What follows belongs to an exercise in optimizing a design on an open flow for small area; a production flow would make more cautious choices. In this exercise RTL edits were held to simulation tests only and were not proved equivalent to the original. Power and IR drop assume default switching activity. No driver is modelled on the clock port, so clocking that relies on it looks cheaper here than on a real chip.

==> v17: inputs <==
==> flow/design.v <==
module fft_bitrev_reorder #(
  parameter int WIDTH = 16,
  parameter int N     = 64,
  parameter int LOG2N = 6
) (
  input  logic             i_clk,
  input  logic             i_rstn,
  input  logic             i_valid,
  input  logic             i_sof,
  input  logic [WIDTH-1:0] i_rX,
  input  logic [WIDTH-1:0] i_iX,
  output logic             o_valid,
  output logic             o_sof,
  output logic [WIDTH-1:0] o_rZ,
  output logic [WIDTH-1:0] o_iZ
  ,
  output logic             o_err
);
  localparam logic [LOG2N-1:0] LAST = LOG2N'(N - 1);
  function automatic logic [LOG2N-1:0] bitrev(input logic [LOG2N-1:0] a);
    bitrev = '0;
    for (int b = 0; b < LOG2N; b++) bitrev[b] = a[LOG2N-1-b];
  endfunction
  logic [2*WIDTH-1:0] mem [0:N-1];
  logic [LOG2N-1:0] wcnt;
  logic [LOG2N-1:0] wk;
  logic             wpar;       
  logic [2*WIDTH-1:0] in_d;     
  logic [LOG2N-1:0] in_addr;
  logic             in_we;
  logic             ractive;
  logic [LOG2N-1:0] rcnt;
  logic             rpar;       
  logic             start;
  assign wk = i_sof ? '0 : wcnt;
  always_ff @(posedge i_clk or negedge i_rstn) begin
    if (!i_rstn) begin
      wcnt  <= '0;
      wpar  <= 1'b0;
      in_we <= 1'b0;
    end else begin
      in_we <= i_valid;
      if (i_valid) begin
        wcnt <= wk + 1'b1;
        if (wk == LAST) wpar <= ~wpar;
      end
    end
  end
  always_ff @(posedge i_clk) begin
    in_d    <= {i_rX, i_iX};
    in_addr <= wpar ? wk : bitrev(wk);
  end
  always_ff @(posedge i_clk) begin
    if (in_we) mem[in_addr] <= in_d;
  end
  assign start = in_we && (in_addr == LAST);
  always_ff @(posedge i_clk or negedge i_rstn) begin
    if (!i_rstn) begin
      ractive <= 1'b0;
      rcnt    <= LAST;
      rpar    <= 1'b0;
    end else begin
      if (start || (ractive && rcnt != LAST)) rcnt <= rcnt + 1'b1;
      ractive <= start || (ractive && rcnt != LAST);
      if (start) rpar <= ~wpar;
    end
  end
  always_ff @(posedge i_clk or negedge i_rstn) begin
    if (!i_rstn) begin
      o_valid <= 1'b0;
      o_sof   <= 1'b0;
    end else begin
      o_valid <= ractive;
      o_sof   <= ractive && (rcnt == '0);
    end
  end
  localparam int NG = (N + 2) / 3;
  logic [LOG2N-1:0]      raddr;
  logic [3*NG-1:0]       rsel;
  logic [3*NG*2*WIDTH-1:0] rword;   
  logic [NG*2*WIDTH-1:0] grp;
  logic [2*WIDTH-1:0]    rdata;
  assign raddr = rpar ? bitrev(rcnt) : rcnt;
  always_comb begin
    rsel  = '0;
    rword = '0;
    for (int w = 0; w < N; w++) begin
      rsel[w] = (raddr == LOG2N'(w));
      rword[w*2*WIDTH +: 2*WIDTH] = mem[w];
    end
  end
  for (genvar g = 0; g < NG; g++) begin : g_grp
    for (genvar b = 0; b < 2*WIDTH; b++) begin : g_bit
      fft_bitrev_reorder_aoi3 u_aoi (
        .s0(rsel[3*g]),   .d0(rword[(3*g)*2*WIDTH + b]),
        .s1(rsel[3*g+1]), .d1(rword[(3*g+1)*2*WIDTH + b]),
        .s2(rsel[3*g+2]), .d2(rword[(3*g+2)*2*WIDTH + b]),
        .y(grp[g*2*WIDTH + b])
      );
    end
  end
  always_comb begin
    rdata = '1;
    for (int g = 0; g < NG; g++) rdata = rdata & grp[g*2*WIDTH +: 2*WIDTH];
    rdata = ~rdata;
  end
  always_ff @(posedge i_clk) begin
    {o_rZ, o_iZ} <= rdata;
  end
  always_ff @(posedge i_clk or negedge i_rstn) begin
    if (!i_rstn) o_err <= 1'b0;
    else         o_err <= i_valid && i_sof && (wcnt != '0);
  end
endmodule
module fft_bitrev_reorder_aoi3 (
  input  logic s0, d0, s1, d1, s2, d2,
  output logic y
);
  assign y = ~((s0 & d0) | (s1 & d1) | (s2 & d2));
endmodule
==> flow/run.sh <==
#!/bin/bash
# synth_recipe.tcl (not shown) runs the flow's synth.tcl, then flattens the netlist and writes it again
# the make line also repeats each setting of config.mk as NAME=value (left out here)
make -C /OpenROAD-flow-scripts/flow DESIGN_CONFIG=/design/flow/config.mk WORK_HOME=/design/flow/orfs CLKGATE_MAP_FILE= SYNTH_SCRIPT=/design/flow/synth_recipe.tcl finish
==> flow/config.mk <==
export PLATFORM = sky130hd
export DESIGN_NAME = fft_bitrev_reorder
export DESIGN_NICKNAME = fft_bitrev_reorder
export VERILOG_FILES = /design/flow/design.v
export SDC_FILE = /design/flow/constraint.sdc
export NUM_CORES = 4
export LEC_CHECK = 0
export CAP_MARGIN = 20
export CORE_MARGIN = 2
export CORE_UTILIZATION = 35
export SLEW_MARGIN = 20
export SYNTH_HIERARCHICAL = 1
export SYNTH_MEMORY_MAX_BITS = 16384
==> flow/constraint.sdc <==
create_clock -name core_clock -period 7.0 [get_ports {i_clk}]
set_input_delay 1.4000 -clock core_clock [delete_from_list [all_inputs] [get_ports {i_clk}]]
set_output_delay 1.4000 -clock core_clock [all_outputs]
set_load 0.01 [all_outputs]
==> inputs of v39, as changes to v17 <==
--- a/flow/design.v
+++ b/flow/design.v
@@ -76,6 +76,6 @@
   end
-  localparam int NG = (N + 2) / 3;
+  localparam int NG = N / 3;
   logic [LOG2N-1:0]      raddr;
-  logic [3*NG-1:0]       rsel;
-  logic [3*NG*2*WIDTH-1:0] rword;   
+  logic [N-1:0]          rsel;
+  logic [N*2*WIDTH-1:0]  rword;
   logic [NG*2*WIDTH-1:0] grp;
@@ -84,4 +84,2 @@
   always_comb begin
-    rsel  = '0;
-    rword = '0;
     for (int w = 0; w < N; w++) begin
@@ -102,5 +100,4 @@
   always_comb begin
-    rdata = '1;
-    for (int g = 0; g < NG; g++) rdata = rdata & grp[g*2*WIDTH +: 2*WIDTH];
-    rdata = ~rdata;
+    rdata = {2*WIDTH{rsel[N-1]}} & mem[N-1];
+    for (int g = 0; g < NG; g++) rdata = rdata | ~grp[g*2*WIDTH +: 2*WIDTH];
   end
==> flow/flow/run.sh (new file) <==
#!/bin/bash
# Layout with the standard flow (standard synthesis, floorplan, power grid and
# tap cells unchanged), with two settings config.mk cannot carry:
#  - CTS without dummy load cells, clkbuf_16 sink clusters of up to 30 registers;
#  - the smallest buffer for the port buffers that global placement inserts.
set -euo pipefail
export CTS_ARGS="-sink_clustering_enable -repair_clock_nets -dont_use_dummy_load -buf_list sky130_fd_sc_hd__clkbuf_16 -sink_clustering_size 30 -sink_clustering_max_diameter 80"
export BUFFER_PORTS_ARGS="-buffer_cell sky130_fd_sc_hd__buf_1"
bash standard.sh finish > standard.log 2>&1
==> flow/standard.sh (new file) <==
#!/bin/bash
# synth_recipe.tcl (not shown) runs the flow's synth.tcl, then flattens the netlist and writes it again
# the make line also repeats each setting of config.mk as NAME=value (left out here)
make -C /OpenROAD-flow-scripts/flow DESIGN_CONFIG=/design/flow/config.mk WORK_HOME=/design/flow/orfs CLKGATE_MAP_FILE= SYNTH_SCRIPT=/design/flow/synth_recipe.tcl "${@:-finish}"
CAP_MARGIN = 10   (was 20)
CORE_UTILIZATION = 75   (was 35)
PLACE_DENSITY = 0.86   (was unset)
SLEW_MARGIN = 10   (was 20)
removed: flow/run.sh
==> comparison <==
- Against v39, the worst setup slack of v17 is worse by 0.23 ns.
- Die area: v39 is lower than v17 (about 50%).
- Synthesized cell count: v39 is higher than v17 (about 2%).
- In v17 the via count is smaller than in v39, by about 2.7%.
- Critical path depth is the same in v17 and v39.
- Between v39 and v17, the lower clock-buffer cell count is in v39 (gap 211).
- Of v39 and v17, v39 has the higher fmax (gap about 5%, measured against v17).
==> figures <==
metric	v17	v39
Hold slack final	0.4605 ns	0.4545 ns
Yosys cell types	51	46
Result of the run	complete, no violations	complete, no violations
Initial antenna violation count	15	27
Cell count after synthesis	3,350	3,417
Clock-cell share of area	0.07538	0.02607
Synthesized-area fraction occupied by and/or/nand/nor cells	0.03305	0.03583
Clock Pin Slew Worst Setup and Hold Paths	0.06 ns	0.11 ns
Non-clock inverter instance count of the final layout	7	3
Final standard cell count with taps included and fillers excluded	6,889	4,946
Met2 layer usage reported by global route	0.3136	0.6547
Clock group total power	10.7 mW	5.64 mW
Share of synthesized cell area in full adder, half adder and majority cells	0.0005114	0.0005126
Die outline height	461.9 µm	316.5 µm
Drt pass-1 iters	10	13

==> run a: inputs <==
fft_bitrev_reorder, a different RTL version from the one above (not shown whole).
==> module fft_bitrev_reorder, before the edit <==
module fft_bitrev_reorder #(
  parameter int WIDTH = 16,
  parameter int N     = 64,
  parameter int LOG2N = 6
) (
  input  logic             i_clk,
  input  logic             i_rstn,
  input  logic             i_valid,
  input  logic             i_sof,
  input  logic [WIDTH-1:0] i_rX,
  input  logic [WIDTH-1:0] i_iX,
  output logic             o_valid,
  output logic             o_sof,
  output logic [WIDTH-1:0] o_rZ,
  output logic [WIDTH-1:0] o_iZ
  ,
  output logic             o_err
);
  localparam logic [LOG2N-1:0] LAST = LOG2N'(N - 1);
  function automatic logic [LOG2N-1:0] bitrev(input logic [LOG2N-1:0] a);
    bitrev = '0;
    for (int b = 0; b < LOG2N; b++) bitrev[b] = a[LOG2N-1-b];
  endfunction
  logic [2*WIDTH-1:0] mem [0:N-1];
  logic [LOG2N-1:0] wcnt;
  logic [LOG2N-1:0] wk;
  logic             wpar;       
  logic [2*WIDTH-1:0] in_d;     
  logic [LOG2N-1:0] in_addr;
  logic             in_we;
  logic             ractive;
  logic [LOG2N-1:0] rcnt;
  logic             rpar;       
  logic             start;
  assign wk = i_sof ? '0 : wcnt;
  always_ff @(posedge i_clk or negedge i_rstn) begin
    if (!i_rstn) begin
      wcnt  <= '0;
      wpar  <= 1'b0;
      in_we <= 1'b0;
    end else begin
      in_we <= i_valid;
      if (i_valid) begin
        wcnt <= wk + 1'b1;
        if (wk == LAST) wpar <= ~wpar;
      end
    end
  end
  always_ff @(posedge i_clk) begin
    in_d    <= {i_rX, i_iX};
    in_addr <= wpar ? wk : bitrev(wk);
  end
  always_ff @(posedge i_clk) begin
    if (in_we) mem[in_addr] <= in_d;
  end
  assign start = in_we && (in_addr == LAST);
  always_ff @(posedge i_clk or negedge i_rstn) begin
    if (!i_rstn) begin
      ractive <= 1'b0;
      rcnt    <= LAST;
      rpar    <= 1'b0;
    end else begin
      if (start || (ractive && rcnt != LAST)) rcnt <= rcnt + 1'b1;
      ractive <= start || (ractive && rcnt != LAST);
      if (start) rpar <= ~wpar;
    end
  end
  always_ff @(posedge i_clk or negedge i_rstn) begin
    if (!i_rstn) begin
      o_valid <= 1'b0;
      o_sof   <= 1'b0;
    end else begin
      o_valid <= ractive;
      o_sof   <= ractive && (rcnt == '0);
    end
  end
  always_ff @(posedge i_clk) begin
    {o_rZ, o_iZ} <= mem[rpar ? bitrev(rcnt) : rcnt];
  end
  always_ff @(posedge i_clk or negedge i_rstn) begin
    if (!i_rstn) o_err <= 1'b0;
    else         o_err <= i_valid && i_sof && (wcnt != '0);
  end
endmodule
Settings: LEC_CHECK=0, CAP_MARGIN=20, CORE_MARGIN=2, CORE_UTILIZATION=35, SLEW_MARGIN=20, SYNTH_MEMORY_MAX_BITS=16384; clock period 7.0 ns.
run.sh (not shown) runs the stock make flow with config.mk's settings and CLKGATE_MAP_FILE= SYNTH_SCRIPT=/design/flow/synth_recipe.tcl, a recipe that flattens the netlist after the stock synthesis.
Stock flow here: none of the scripts above is used.
==> inputs of run b, as changes to run a <==
==> flow/design.v, changed modules only <==
module fft_bitrev_reorder #(
  parameter int WIDTH = 16,
  parameter int N     = 64,
  parameter int LOG2N = 6
) (
  input  logic             i_clk,
  input  logic             i_rstn,
  input  logic             i_valid,
  input  logic             i_sof,
  input  logic [WIDTH-1:0] i_rX,
  input  logic [WIDTH-1:0] i_iX,
  output logic             o_valid,
  output logic             o_sof,
  output logic [WIDTH-1:0] o_rZ,
  output logic [WIDTH-1:0] o_iZ
  ,
  output logic             o_err
);
  localparam logic [LOG2N-1:0] LAST = LOG2N'(N - 1);
  function automatic logic [LOG2N-1:0] bitrev(input logic [LOG2N-1:0] a);
    bitrev = '0;
    for (int b = 0; b < LOG2N; b++) bitrev[b] = a[LOG2N-1-b];
  endfunction
  logic [2*WIDTH-1:0] mem [0:N-1];
  logic [LOG2N-1:0] wcnt;
  logic [LOG2N-1:0] wk;
  logic             wpar;       
  logic [2*WIDTH-1:0] in_d;     
  logic [LOG2N-1:0] in_addr;
  logic             in_we;
  logic             ractive;
  logic [LOG2N-1:0] rcnt;
  logic             rpar;       
  logic             start;
  assign wk = i_sof ? '0 : wcnt;
  always_ff @(posedge i_clk or negedge i_rstn) begin
    if (!i_rstn) begin
      wcnt  <= '0;
      wpar  <= 1'b0;
      in_we <= 1'b0;
    end else begin
      in_we <= i_valid;
      if (i_valid) begin
        wcnt <= wk + 1'b1;
        if (wk == LAST) wpar <= ~wpar;
      end
    end
  end
  always_ff @(posedge i_clk) begin
    in_d    <= {i_rX, i_iX};
    in_addr <= wpar ? wk : bitrev(wk);
  end
  always_ff @(posedge i_clk) begin
    if (in_we) mem[in_addr] <= in_d;
  end
  assign start = in_we && (in_addr == LAST);
  always_ff @(posedge i_clk or negedge i_rstn) begin
    if (!i_rstn) begin
      ractive <= 1'b0;
      rcnt    <= LAST;
      rpar    <= 1'b0;
    end else begin
      if (start || (ractive && rcnt != LAST)) rcnt <= rcnt + 1'b1;
      ractive <= start || (ractive && rcnt != LAST);
      if (start) rpar <= ~wpar;
    end
  end
  always_ff @(posedge i_clk or negedge i_rstn) begin
    if (!i_rstn) begin
      o_valid <= 1'b0;
      o_sof   <= 1'b0;
    end else begin
      o_valid <= ractive;
      o_sof   <= ractive && (rcnt == '0);
    end
  end
  localparam int NG = N / 3;
  logic [LOG2N-1:0]      raddr;
  logic [N-1:0]          rsel;
  logic [N*2*WIDTH-1:0]  rword;
  logic [NG*2*WIDTH-1:0] grp;
  logic [2*WIDTH-1:0]    rdata;
  assign raddr = rpar ? bitrev(rcnt) : rcnt;
  always_comb begin
    for (int w = 0; w < N; w++) begin
      rsel[w] = (raddr == LOG2N'(w));
      rword[w*2*WIDTH +: 2*WIDTH] = mem[w];
    end
  end
  for (genvar g = 0; g < NG; g++) begin : g_grp
    for (genvar b = 0; b < 2*WIDTH; b++) begin : g_bit
      fft_bitrev_reorder_aoi3 u_aoi (
        .s0(rsel[3*g]),   .d0(rword[(3*g)*2*WIDTH + b]),
        .s1(rsel[3*g+1]), .d1(rword[(3*g+1)*2*WIDTH + b]),
        .s2(rsel[3*g+2]), .d2(rword[(3*g+2)*2*WIDTH + b]),
        .y(grp[g*2*WIDTH + b])
      );
    end
  end
  always_comb begin
    rdata = {2*WIDTH{rsel[N-1]}} & mem[N-1];
    for (int g = 0; g < NG; g++) rdata = rdata | ~grp[g*2*WIDTH +: 2*WIDTH];
  end
  always_ff @(posedge i_clk) begin
    {o_rZ, o_iZ} <= rdata;
  end
  always_ff @(posedge i_clk or negedge i_rstn) begin
    if (!i_rstn) o_err <= 1'b0;
    else         o_err <= i_valid && i_sof && (wcnt != '0);
  end
endmodule
module fft_bitrev_reorder_aoi3 (
  input  logic s0, d0, s1, d1, s2, d2,
  output logic y
);
  assign y = ~((s0 & d0) | (s1 & d1) | (s2 & d2));
endmodule
==> flow/flow/run.sh (new file) <==
#!/bin/bash
# Layout with the standard flow (standard synthesis, floorplan, power grid and
# tap cells unchanged), with two settings config.mk cannot carry:
#  - CTS without dummy load cells, clkbuf_16 sink clusters of up to 30 registers;
#  - the smallest buffer for the port buffers that global placement inserts.
set -euo pipefail
export CTS_ARGS="-sink_clustering_enable -repair_clock_nets -dont_use_dummy_load -buf_list sky130_fd_sc_hd__clkbuf_16 -sink_clustering_size 30 -sink_clustering_max_diameter 80"
export BUFFER_PORTS_ARGS="-buffer_cell sky130_fd_sc_hd__buf_1"
bash standard.sh finish > standard.log 2>&1
==> flow/standard.sh (new file) <==
#!/bin/bash
# synth_recipe.tcl (not shown) runs the flow's synth.tcl, then flattens the netlist and writes it again
# the make line also repeats each setting of config.mk as NAME=value (left out here)
make -C /OpenROAD-flow-scripts/flow DESIGN_CONFIG=/design/flow/config.mk WORK_HOME=/design/flow/orfs CLKGATE_MAP_FILE= SYNTH_SCRIPT=/design/flow/synth_recipe.tcl "${@:-finish}"
CORE_UTILIZATION = 75   (was 35)
PLACE_DENSITY = 0.86   (was unset)
SYNTH_HIERARCHICAL = 1   (was unset)
removed: flow/run.sh
==> inputs of run c, as changes to run a <==
==> flow/design.v, changed modules only <==
module fft_bitrev_reorder #(
  parameter int WIDTH = 16,
  parameter int N     = 64,
  parameter int LOG2N = 6
) (
  input  logic             i_clk,
  input  logic             i_rstn,
  input  logic             i_valid,
  input  logic             i_sof,
  input  logic [WIDTH-1:0] i_rX,
  input  logic [WIDTH-1:0] i_iX,
  output logic             o_valid,
  output logic             o_sof,
  output logic [WIDTH-1:0] o_rZ,
  output logic [WIDTH-1:0] o_iZ
  ,
  output logic             o_err
);
  localparam logic [LOG2N-1:0] LAST = LOG2N'(N - 1);
  function automatic logic [LOG2N-1:0] bitrev(input logic [LOG2N-1:0] a);
    bitrev = '0;
    for (int b = 0; b < LOG2N; b++) bitrev[b] = a[LOG2N-1-b];
  endfunction
  logic [2*WIDTH-1:0] mem [0:N-1];
  logic [LOG2N-1:0] wcnt;
  logic [LOG2N-1:0] wk;
  logic             wpar;       
  logic [2*WIDTH-1:0] in_d;     
  logic [LOG2N-1:0] in_addr;
  logic             in_we;
  logic             ractive;
  logic [LOG2N-1:0] rcnt;
  logic             rpar;       
  logic             start;
  assign wk = i_sof ? '0 : wcnt;
  always_ff @(posedge i_clk or negedge i_rstn) begin
    if (!i_rstn) begin
      wcnt  <= '0;
      wpar  <= 1'b0;
      in_we <= 1'b0;
    end else begin
      in_we <= i_valid;
      if (i_valid) begin
        wcnt <= wk + 1'b1;
        if (wk == LAST) wpar <= ~wpar;
      end
    end
  end
  always_ff @(posedge i_clk) begin
    in_d    <= {i_rX, i_iX};
    in_addr <= wpar ? wk : bitrev(wk);
  end
  always_ff @(posedge i_clk) begin
    if (in_we) mem[in_addr] <= in_d;
  end
  assign start = in_we && (in_addr == LAST);
  always_ff @(posedge i_clk or negedge i_rstn) begin
    if (!i_rstn) begin
      ractive <= 1'b0;
      rcnt    <= LAST;
      rpar    <= 1'b0;
    end else begin
      if (start || (ractive && rcnt != LAST)) rcnt <= rcnt + 1'b1;
      ractive <= start || (ractive && rcnt != LAST);
      if (start) rpar <= ~wpar;
    end
  end
  always_ff @(posedge i_clk or negedge i_rstn) begin
    if (!i_rstn) begin
      o_valid <= 1'b0;
      o_sof   <= 1'b0;
    end else begin
      o_valid <= ractive;
      o_sof   <= ractive && (rcnt == '0);
    end
  end
  localparam int NG = N / 3;
  logic [LOG2N-1:0]      raddr;
  logic [N-1:0]          rsel;
  logic [N*2*WIDTH-1:0]  rword;
  logic [NG*2*WIDTH-1:0] grp;
  logic [2*WIDTH-1:0]    rdata;
  assign raddr = rpar ? bitrev(rcnt) : rcnt;
  always_comb begin
    for (int w = 0; w < N; w++) begin
      rsel[w] = (raddr == LOG2N'(w));
      rword[w*2*WIDTH +: 2*WIDTH] = mem[w];
    end
  end
  for (genvar g = 0; g < NG; g++) begin : g_grp
    for (genvar b = 0; b < 2*WIDTH; b++) begin : g_bit
      fft_bitrev_reorder_aoi3 u_aoi (
        .s0(rsel[3*g]),   .d0(rword[(3*g)*2*WIDTH + b]),
        .s1(rsel[3*g+1]), .d1(rword[(3*g+1)*2*WIDTH + b]),
        .s2(rsel[3*g+2]), .d2(rword[(3*g+2)*2*WIDTH + b]),
        .y(grp[g*2*WIDTH + b])
      );
    end
  end
  always_comb begin
    rdata = {2*WIDTH{rsel[N-1]}} & mem[N-1];
    for (int g = 0; g < NG; g++) rdata = rdata | ~grp[g*2*WIDTH +: 2*WIDTH];
  end
  always_ff @(posedge i_clk) begin
    {o_rZ, o_iZ} <= rdata;
  end
  always_ff @(posedge i_clk or negedge i_rstn) begin
    if (!i_rstn) o_err <= 1'b0;
    else         o_err <= i_valid && i_sof && (wcnt != '0);
  end
endmodule
module fft_bitrev_reorder_aoi3 (
  input  logic s0, d0, s1, d1, s2, d2,
  output logic y
);
  assign y = ~((s0 & d0) | (s1 & d1) | (s2 & d2));
endmodule
CORE_UTILIZATION = 60   (was 35)
CTS_BUF_LIST = sky130_fd_sc_hd__clkbuf_16   (was unset)
CTS_CLUSTER_DIAMETER = 80   (was unset)
CTS_CLUSTER_SIZE = 30   (was unset)
PLACE_DENSITY = 0.72   (was unset)
SYNTH_HIERARCHICAL = 1   (was unset)
==> inputs of run d, as changes to run a <==
==> flow/design.v, changed modules only <==
module fft_bitrev_reorder #(
  parameter int WIDTH = 16,
  parameter int N     = 64,
  parameter int LOG2N = 6
) (
  input  logic             i_clk,
  input  logic             i_rstn,
  input  logic             i_valid,
  input  logic             i_sof,
  input  logic [WIDTH-1:0] i_rX,
  input  logic [WIDTH-1:0] i_iX,
  output logic             o_valid,
  output logic             o_sof,
  output logic [WIDTH-1:0] o_rZ,
  output logic [WIDTH-1:0] o_iZ
  ,
  output logic             o_err
);
  typedef enum logic {IDLE, READ} state_t;
  localparam logic [LOG2N-1:0] LAST = LOG2N'(N - 1);
  function automatic logic [LOG2N-1:0] bitrev(input logic [LOG2N-1:0] a);
    bitrev = '0;
    for (int b = 0; b < LOG2N; b++) bitrev[b] = a[LOG2N-1-b];
  endfunction
  logic [2*WIDTH-1:0] mem [0:2*N-1];
  logic [LOG2N-1:0] wcnt;
  logic [LOG2N-1:0] wk;
  logic             wbank;
  logic             wrLast;
  logic [1:0]       full;
  state_t           state, nextState;
  logic [LOG2N-1:0] rcnt, nextRcnt;
  logic             rbank, nextRbank;
  logic             rdLast;
  always_comb begin
    wk     = i_sof ? '0 : wcnt;
    wrLast = i_valid && (wk == LAST);
  end
  always_ff @(posedge i_clk or negedge i_rstn) begin
    if (!i_rstn) begin
      wcnt  <= '0;
      wbank <= 1'b0;
    end else if (i_valid) begin
      if (wk == LAST) begin
        wcnt  <= '0;
        wbank <= ~wbank;
      end else begin
        wcnt  <= wk + 1'b1;
      end
    end
  end
  always_ff @(posedge i_clk) begin
    if (i_valid) mem[{wbank, bitrev(wk)}] <= {i_rX, i_iX};
  end
  always_ff @(posedge i_clk or negedge i_rstn) begin
    if (!i_rstn) begin
      full <= '0;
    end else begin
      if (rdLast) full[rbank] <= 1'b0;
      if (wrLast) full[wbank] <= 1'b1;
    end
  end
  always_ff @(posedge i_clk or negedge i_rstn) begin
    if (!i_rstn) begin
      state <= IDLE;
      rcnt  <= '0;
      rbank <= 1'b0;
    end else begin
      state <= nextState;
      rcnt  <= nextRcnt;
      rbank <= nextRbank;
    end
  end
  always_comb begin
    nextState = state;
    nextRcnt  = rcnt;
    nextRbank = rbank;
    rdLast    = 1'b0;
    case (state)
      IDLE: begin
        if (full[rbank]) begin
          nextState = READ;
          nextRcnt  = '0;
        end
      end
      READ: begin
        nextRcnt = rcnt + 1'b1;
        if (rcnt == LAST) begin
          rdLast    = 1'b1;
          nextRbank = ~rbank;
          nextRcnt  = '0;
          if (!full[~rbank]) nextState = IDLE;
        end
      end
      default: nextState = IDLE;
    endcase
  end
  always_ff @(posedge i_clk or negedge i_rstn) begin
    if (!i_rstn) begin
      o_valid <= 1'b0;
      o_sof   <= 1'b0;
      o_rZ    <= '0;
      o_iZ    <= '0;
    end else begin
      o_valid <= (state == READ);
      o_sof   <= (state == READ) && (rcnt == '0);
      if (state == READ) {o_rZ, o_iZ} <= mem[{rbank, rcnt}];
    end
  end
  always_ff @(posedge i_clk or negedge i_rstn) begin
    if (!i_rstn) o_err <= 1'b0;
    else         o_err <= i_valid && i_sof && (wcnt != '0);
  end
endmodule
==> qor summary <==
                                                                       run d           run c           run a           run b
Share of the cycle needed by the critical path after routing           0.749           0.675           0.758           0.675
Count of filler cells inserted in the layout                           39334            7722           23225            4171
Die boundary width                                                    679 um          353 um          508 um          316 um
Proportion of total power due to net switching                         0.202           0.217           0.278           0.216
Hold slack                                                          0.235 ns        0.478 ns        0.602 ns        0.427 ns
Met2 Usage GRT                                                         0.304           0.488           0.397           0.661
Clock group total power                                              21.7 mW         6.13 mW         11.3 mW         5.64 mW
Area added between synthesis and finish                                14.7%           10.7%           13.7%           8.63%
Global-route wire length before repair                                634 mm          284 mm          482 mm          302 mm
Multi-input logic portion of the cell area                             0.184           0.131           0.233           0.131
VDD IR max                                                          0.223 mV        0.236 mV        0.273 mV        0.293 mV
Die boundary height                                                   679 um          353 um          508 um          316 um
Pin count of the biggest net entering global routing                     129              65             151              65
Cell depth of the worst setup path                                         6               8              10               9
Synth cell types                                                          76              46              95              46
Critical Path Max Stage Delay                                        1.19 ns         1.02 ns         0.84 ns         1.12 ns
Sequential cell area share                                             0.680           0.782           0.627           0.798
Post-layout net count                                                   7585            3758            6759            3738
Highest net fanout along the worst path                                   41              32              64              32
Status                                                        finished clean  finished clean  finished clean  finished clean

-- afterwards: timing with drivers on the ports --
The flow's constraints put no driver on any port. The routed layouts listed below were extracted and timed again, unchanged, in two steps. Step 1: set_driving_cell puts a clkbuf_16 on i_clk and a buf_2 on each other input, an assumption about the parent block. Step 2, shift: input delay + t, output delay - t, t = (earliest + latest rising clock arrival at the registers) / 2. This alone moves slack from input paths to output paths. a / b / c = ideal / step 1 / step 2; a / b = the first two.
run	t, ns	setup slack, ns	hold WS [ns]	slew at the worst register clock pin (ns)	cell pins on the clock port's net
v17	0.920	1.852 / 1.852 / 1.852	0.460 / 0.460 / 0.460	0.07 / 0.07	1
v39	0.776	2.086 / 2.086 / 2.086	0.454 / 0.454 / 0.454	0.12 / 0.12	1
run a	0.973	1.693 / 1.693 / 1.693	0.602 / 0.602 / 0.602	0.07 / 0.07	1
run b	0.766	2.275 / 2.275 / 2.275	0.427 / 0.427 / 0.427	0.12 / 0.12	1
run c	0.793	2.275 / 2.275 / 2.275	0.478 / 0.478 / 0.478	0.12 / 0.12	1
run d	1.060	1.754 / 1.754 / 1.443	0.235 / 0.144 / 0.593	0.07 / 0.07	1
After both steps setup and hold are still met in every run listed. The setup slack of run d, which loses most, moves by 0.000 ns with the drivers and by -0.311 ns with both steps.
